This is an optimization exercise on Yosys and OpenROAD, whose aim is small area, not a production implementation. The RTL was checked by simulation tests, not by an equivalence proof against the original design. Power and IR drop assume default switching activity.

## cpuTop
module cpuTop (
    input  logic          Clk,
    input  logic          reset,
    output logic          Cyc,
    output logic          Stb,
    output logic          We,
    output cpuPkg::word_t Adr,
    output cpuPkg::word_t DatO,
    input  cpuPkg::word_t DatI,
    input  logic          Ack,
    output logic          Halted
);
Size: ~870 cells after synthesis, roughly 600 flip-flops, roughly 15000 um^2 of cells after synthesis.
Settings: LEC_CHECK=0, CAP_MARGIN=20, CORE_MARGIN=2, CORE_UTILIZATION=40, SLEW_MARGIN=20; clock period 10.0 ns.
run.sh (not shown) runs the stock make flow with config.mk's settings and CLKGATE_MAP_FILE= SYNTH_SCRIPT=/design/flow/synth_recipe.tcl, a recipe that flattens the netlist after the stock synthesis.
Edit:
==> flow/flow/run.sh (new file) <==
#!/bin/bash
# Standard ORFS layout (the standard.sh) with two changes:
#  - the port buffers that global placement inserts use the smallest buffer cell
#  - clock tree synthesis without dummy loads, with the buffer list below
set -euo pipefail
here=$(pwd)
export BUFFER_PORTS_ARGS="-buffer_cell sky130_fd_sc_hd__buf_1"
export CTS_ARGS="-sink_clustering_enable -repair_clock_nets -dont_use_dummy_load -buf_list sky130_fd_sc_hd__clkbuf_8 -sink_clustering_size 20 -sink_clustering_max_diameter 80 -sink_buffer_max_cap_derate 1.0"
bash standard.sh > "$here/standard_flow.log" 2>&1
==> flow/standard.sh (new file) <==
#!/bin/bash
# synth_recipe.tcl (not shown) runs the flow's synth.tcl, then flattens the netlist and writes it again
# the make line also repeats each setting of config.mk as NAME=value (left out here)
make -C /OpenROAD-flow-scripts/flow DESIGN_CONFIG=/design/flow/config.mk WORK_HOME=/design/flow/orfs CLKGATE_MAP_FILE= SYNTH_SCRIPT=/design/flow/synth_recipe.tcl "${@:-finish}"
- CORE_UTILIZATION: 40 -> 65
removed: flow/run.sh
Die area decreases by well over a third.
Worst setup slack improves by 100 ps.
Sequential share of layout area increases by 9.1 points.
Wire length increases by a few percent.
Non-clock buffer count increases by 1.
Cell area decreases by roughly a tenth.
Synthesized area stays the same.
Synthesized cell count is unchanged.
Final cell count decreases by about a fifth.
Via count decreases slightly.

The RTL this note starts from:
==> flow/design.v <==
package cpuPkg;
    typedef logic [32-1:0] word_t;
    typedef logic [$clog2(16)-1:0] regIdx_t;
    typedef enum logic [3:0] {
        OP_AND   = 4'd0,
        OP_EOR   = 4'd1,
        OP_SUB   = 4'd2,
        OP_RSB   = 4'd3,
        OP_ADD   = 4'd4,
        OP_ORR   = 4'd12,
        OP_MOV   = 4'd13,
        OP_PASSA = 4'd14,
        OP_INC4  = 4'd15
    } aluOp_t;
    typedef enum logic [3:0] {
        FETCH0, FETCH1, DECODE, DPREG, DPIMM, MEMADDR,
        LOADWAIT, LOADWB, STOREDATA, STOREWAIT, HALT
    } microState_t;
    typedef enum logic [1:0] {SEQ, DISPATCH, WAITACK, STOP} nextSel_t;
    typedef enum logic [1:0] {A_RN, A_RD, A_PC} aSel_t;
    typedef enum logic [1:0] {B_REG, B_IMM8, B_OFF12, B_MDR} bSel_t;
    typedef struct packed {
        logic        regWrite;
        logic        irLoad;
        logic        marLoad;
        logic        mdrLoad;
        logic        mdrFromBus;
        logic        busReq;
        logic        busWrite;
        aSel_t       aSel;
        bSel_t       bSel;
        aluOp_t      aluOpSel;
        logic        useInstrOp;
        logic        cSelPc;
        nextSel_t    nextSel;
        microState_t target;
    } microWord_t;
endpackage
`timescale 1ns/100ps
module cpuTop (
    input  logic          Clk,
    input  logic          reset,
    output logic          Cyc,
    output logic          Stb,
    output logic          We,
    output cpuPkg::word_t Adr,
    output cpuPkg::word_t DatO,
    input  cpuPkg::word_t DatI,
    input  logic          Ack,
    output logic          Halted
);
    localparam logic [1:0] P_WAIT = 2'd0, P_RUN = 2'd1, P_REQ = 2'd2, P_HALT = 2'd3;
    localparam logic [2:0] K_CLR = 3'd0, K_DP = 3'd1, K_LDWB = 3'd2, K_PLAIN = 3'd3,
                           K_LDA = 3'd4, K_STA = 3'd5;
    logic [31:0] rf [0:15];
    logic [4:0]  cnt;
    logic [1:0]  phase;
    logic [2:0]  kind;
    logic [31:0] mar, dr;
    logic [3:0]  rnIdx, rdIdx;
    logic        carry, carry4;
    logic       dpOk, decDp, decMem, decHalt;
    always_comb begin
        case (DatI[24:21])
            4'd0, 4'd1, 4'd2, 4'd3, 4'd4, 4'd12, 4'd13: dpOk = 1'b1;
            default: dpOk = 1'b0;
        endcase
        decDp  = 1'b0;
        decMem = 1'b0;
        case (DatI[27:25])
            3'b000: decDp  = dpOk && !DatI[20] && DatI[11:4] == 8'h00;
            3'b001: decDp  = dpOk && !DatI[20] && DatI[11:8] == 4'h0;
            3'b010: decMem = DatI[24:21] == 4'b1100;
            default: ;
        endcase
        decHalt = !decDp && !decMem;
    end
    logic run, nextPass, addrPass, first;
    assign run      = (phase == P_RUN);
    assign addrPass = kind[2];
    assign nextPass = !kind[2];
    assign first    = (cnt == 5'd0);
    logic [3:0] bIdx;
    logic       tapA, tapB, tap15, bOp, immBit;
    assign bIdx  = addrPass ? rdIdx : dr[3:0];
    assign tapA  = rf[rnIdx][0];
    assign tapB  = rf[bIdx][0];
    assign tap15 = rf[15][0];
    assign immBit = (cnt[4:3] == 2'b00) ? dr[cnt[2:0]] : 1'b0;
    always_comb begin
        case (kind)
            K_DP:    bOp = dr[25] ? immBit : tapB;
            K_LDWB:  bOp = dr[0];
            default: bOp = (cnt < 5'd12) ? dr[0] : 1'b0;    
        endcase
    end
    logic [3:0] op;
    logic       invA, invB, cin, sum, res;
    assign op   = (kind == K_DP) ? dr[24:21] : 4'd4;
    assign invA = (op == 4'd3);
    assign invB = (op == 4'd2);
    assign cin  = first ? (invA | invB) : carry;
    logic x, y;
    assign x   = tapA ^ invA;
    assign y   = bOp ^ invB;
    assign sum = x ^ y ^ cin;
    always_comb begin
        case (kind)
            K_DP: begin
                case (op)
                    4'd0:    res = tapA & bOp;
                    4'd1:    res = tapA ^ bOp;
                    4'd12:   res = tapA | bOp;
                    4'd13:   res = bOp;
                    default: res = sum;
                endcase
            end
            K_LDWB:  res = bOp;
            K_CLR:   res = 1'b0;
            default: res = sum;
        endcase
    end
    logic wrRd, wrAll, pcIn, t4, pcNext;
    assign wrRd  = run && (kind == K_DP || kind == K_LDWB);
    assign wrAll = run && (kind == K_CLR);
    assign pcIn  = (wrAll || (wrRd && rdIdx == 4'd15)) ? res : tap15;
    assign t4     = (cnt == 5'd2) | (carry4 & !first);
    assign pcNext = pcIn ^ t4;
    always_ff @(posedge Clk) begin
        carry  <= (x & y) | (cin & (x ^ y));
        carry4 <= pcIn & t4;
    end
    always_ff @(posedge Clk) begin
        for (int r = 0; r < 15; r++) begin
            rf[r] <= {(wrAll || (wrRd && rdIdx == 4'(r))) ? res : rf[r][0], rf[r][31:1]};
        end
        rf[15] <= {(run && nextPass) ? pcNext : rf[15][0], rf[15][31:1]};
    end
    logic fetchAck, loadAck, storeAck, req;
    assign req      = (phase == P_REQ);
    assign fetchAck = req && Ack && !kind[2];
    assign loadAck  = req && Ack && kind == K_LDA;
    assign storeAck = req && Ack && kind == K_STA;
    always_ff @(posedge Clk) begin
        if (run) begin
            mar <= {nextPass ? pcIn : res, mar[31:1]};
        end
        if (fetchAck || loadAck) begin
            dr <= DatI;
        end else if (run && kind != K_DP) begin
            dr <= {tapB, dr[31:1]};
        end
        if (fetchAck) begin
            rnIdx <= DatI[19:16];
            rdIdx <= DatI[15:12];
        end
    end
    logic last;
    assign last = (cnt == 5'd31);
    always_ff @(posedge Clk) begin
        if (reset) begin
            cnt   <= 5'd0;
            phase <= P_RUN;
            kind  <= K_CLR;
        end else begin
            cnt <= cnt + 5'd1;
            case (phase)
                P_WAIT: if (last) phase <= P_RUN;
                P_RUN:  if (last) phase <= P_REQ;
                P_REQ: begin
                    if (Ack) begin
                        phase <= last ? P_RUN : P_WAIT;
                        if (fetchAck) begin
                            if (decHalt) phase <= P_HALT;
                            kind <= decDp ? K_DP : (DatI[20] ? K_LDA : K_STA);
                        end else begin
                            kind <= kind[0] ? K_PLAIN : K_LDWB;
                        end
                    end
                end
                default: ;
            endcase
        end
    end
    assign Stb    = req;
    assign Cyc    = req;
    assign We     = (kind == K_STA);
    assign Adr    = mar;
    assign DatO   = dr;
    assign Halted = (phase == P_HALT);
endmodule
export LEC_CHECK = 0
export CAP_MARGIN = 20
export CORE_MARGIN = 2
export CORE_UTILIZATION = 40
export CTS_BUF_LIST = sky130_fd_sc_hd__clkbuf_2
export CTS_CLUSTER_SIZE = 20
export SLEW_MARGIN = 20
create_clock -name core_clock -period 10.0 [get_ports {Clk}]
Stock flow here: none of the scripts above is used.
The first run finished with timing, DRC and antenna clean.
Next try:
CTS_BUF_LIST = sky130_fd_sc_hd__clkbuf_4   (was sky130_fd_sc_hd__clkbuf_2)
CTS_CLUSTER_SIZE = 30   (was 20)
What happened: The changed run produced a clean layout. Count of clock-buffer cells in the layout rises by 13. Global-route usage hardly moves. Worst setup slack improved by 66 ps.
Next try:
==> flow/flow/run.sh (new file) <==
#!/bin/bash
# Standard ORFS layout (the standard.sh) with two changes:
#  - the port buffers that global placement inserts use the smallest buffer cell
#  - clock tree synthesis without dummy loads, with the buffer list below
set -euo pipefail
here=$(pwd)
export BUFFER_PORTS_ARGS="-buffer_cell sky130_fd_sc_hd__buf_1"
export CTS_ARGS="-sink_clustering_enable -repair_clock_nets -dont_use_dummy_load -buf_list sky130_fd_sc_hd__clkbuf_8 -sink_clustering_size 16 -sink_clustering_max_diameter 60 -sink_buffer_max_cap_derate 1.0"
bash standard.sh > "$here/standard_flow.log" 2>&1
==> flow/standard.sh (new file) <==
#!/bin/bash
# synth_recipe.tcl (not shown) runs the flow's synth.tcl, then flattens the netlist and writes it again
# the make line also repeats each setting of config.mk as NAME=value (left out here)
make -C /OpenROAD-flow-scripts/flow DESIGN_CONFIG=/design/flow/config.mk WORK_HOME=/design/flow/orfs CLKGATE_MAP_FILE= SYNTH_SCRIPT=/design/flow/synth_recipe.tcl "${@:-finish}"
ABC_AREA = 1   (was default)
CTS_BUF_LIST = default   (was sky130_fd_sc_hd__clkbuf_4)
CTS_CLUSTER_SIZE = default   (was 30)
removed: flow/run.sh
Result: Combinational power is lower by about 13%; utilization is lower by 4.7 points; setup slack gains 960 ps; final cell count is lower by 2.8%; count of clock-buffer cells in the layout is lower by 156; die area is lower by about 0.6%; area after synthesis is lower by 0.58%; routed wire length is lower by 5.9%; cell area is lower by 9.8%.
Next try:
--- a/flow/flow/run.sh
+++ b/flow/flow/run.sh
@@ -8 +8 @@
-export CTS_ARGS="-sink_clustering_enable -repair_clock_nets -dont_use_dummy_load -buf_list sky130_fd_sc_hd__clkbuf_8 -sink_clustering_size 16 -sink_clustering_max_diameter 60 -sink_buffer_max_cap_derate 1.0"
+export CTS_ARGS="-sink_clustering_enable -repair_clock_nets -dont_use_dummy_load "
ABC_AREA = default   (was 1)
=> Setup slack is worse by 850 ps; area after synthesis climbs by 0.59%; die area climbs by 0.58%; worst hold slack stays flat; sequential power drops by 22%.

## static timing again, ports no longer ideal
How much do the figures lean on ideal ports? The routed layouts below were timed once more, with nothing changed but the port constraints. Step 1 (the two cells are an assumption about what drives the block):
set clk [get_ports {Clk}]
set_driving_cell -lib_cell sky130_fd_sc_hd__clkbuf_16 $clk
set_driving_cell -lib_cell sky130_fd_sc_hd__buf_2 [delete_from_list [all_inputs] $clk]
Step 2, shift: input delay + t, output delay - t, t = (earliest + latest rising clock arrival at the registers) / 2. This alone moves slack from input paths to output paths. Slacks: ideal / step 1 / step 2; pairs: ideal / step 1.
| run | t (ns) | setup WS [ns] | hold slack, ns | slew at the worst register clock pin (ns) | worst slew at a driven data input, ns |
|---|---|---|---|---|---|
| the first run of note 1 | 0.605 | 4.911 / 4.911 / 4.911 | 0.319 / 0.319 / 0.319 | 0.07 / 0.07 | 0.05 |
| the second run of note 1 | 0.568 | 5.012 / 5.012 / 5.012 | 0.301 / 0.301 / 0.301 | 0.12 / 0.12 | 0.04 |
| the first run of note 2 | 0.962 | 4.912 / 4.868 / 4.968 | 0.277 / 0.277 / 0.277 | 0.12 / 0.12 | 0.05 |
| the second run of note 2 | 0.789 | 4.977 / 4.977 / 4.977 | 0.291 / 0.291 / 0.291 | 0.07 / 0.07 | 0.05 |
| the third run of note 2 | 0.619 | 5.934 / 5.889 / 6.094 | 0.294 / 0.294 / 0.294 | 0.10 / 0.10 | 0.05 |
| the fourth run of note 2 | 0.574 | 5.087 / 5.087 / 5.087 | 0.296 / 0.296 / 0.296 | 0.06 / 0.06 | 0.05 |
After both steps every run listed still meets setup and hold.
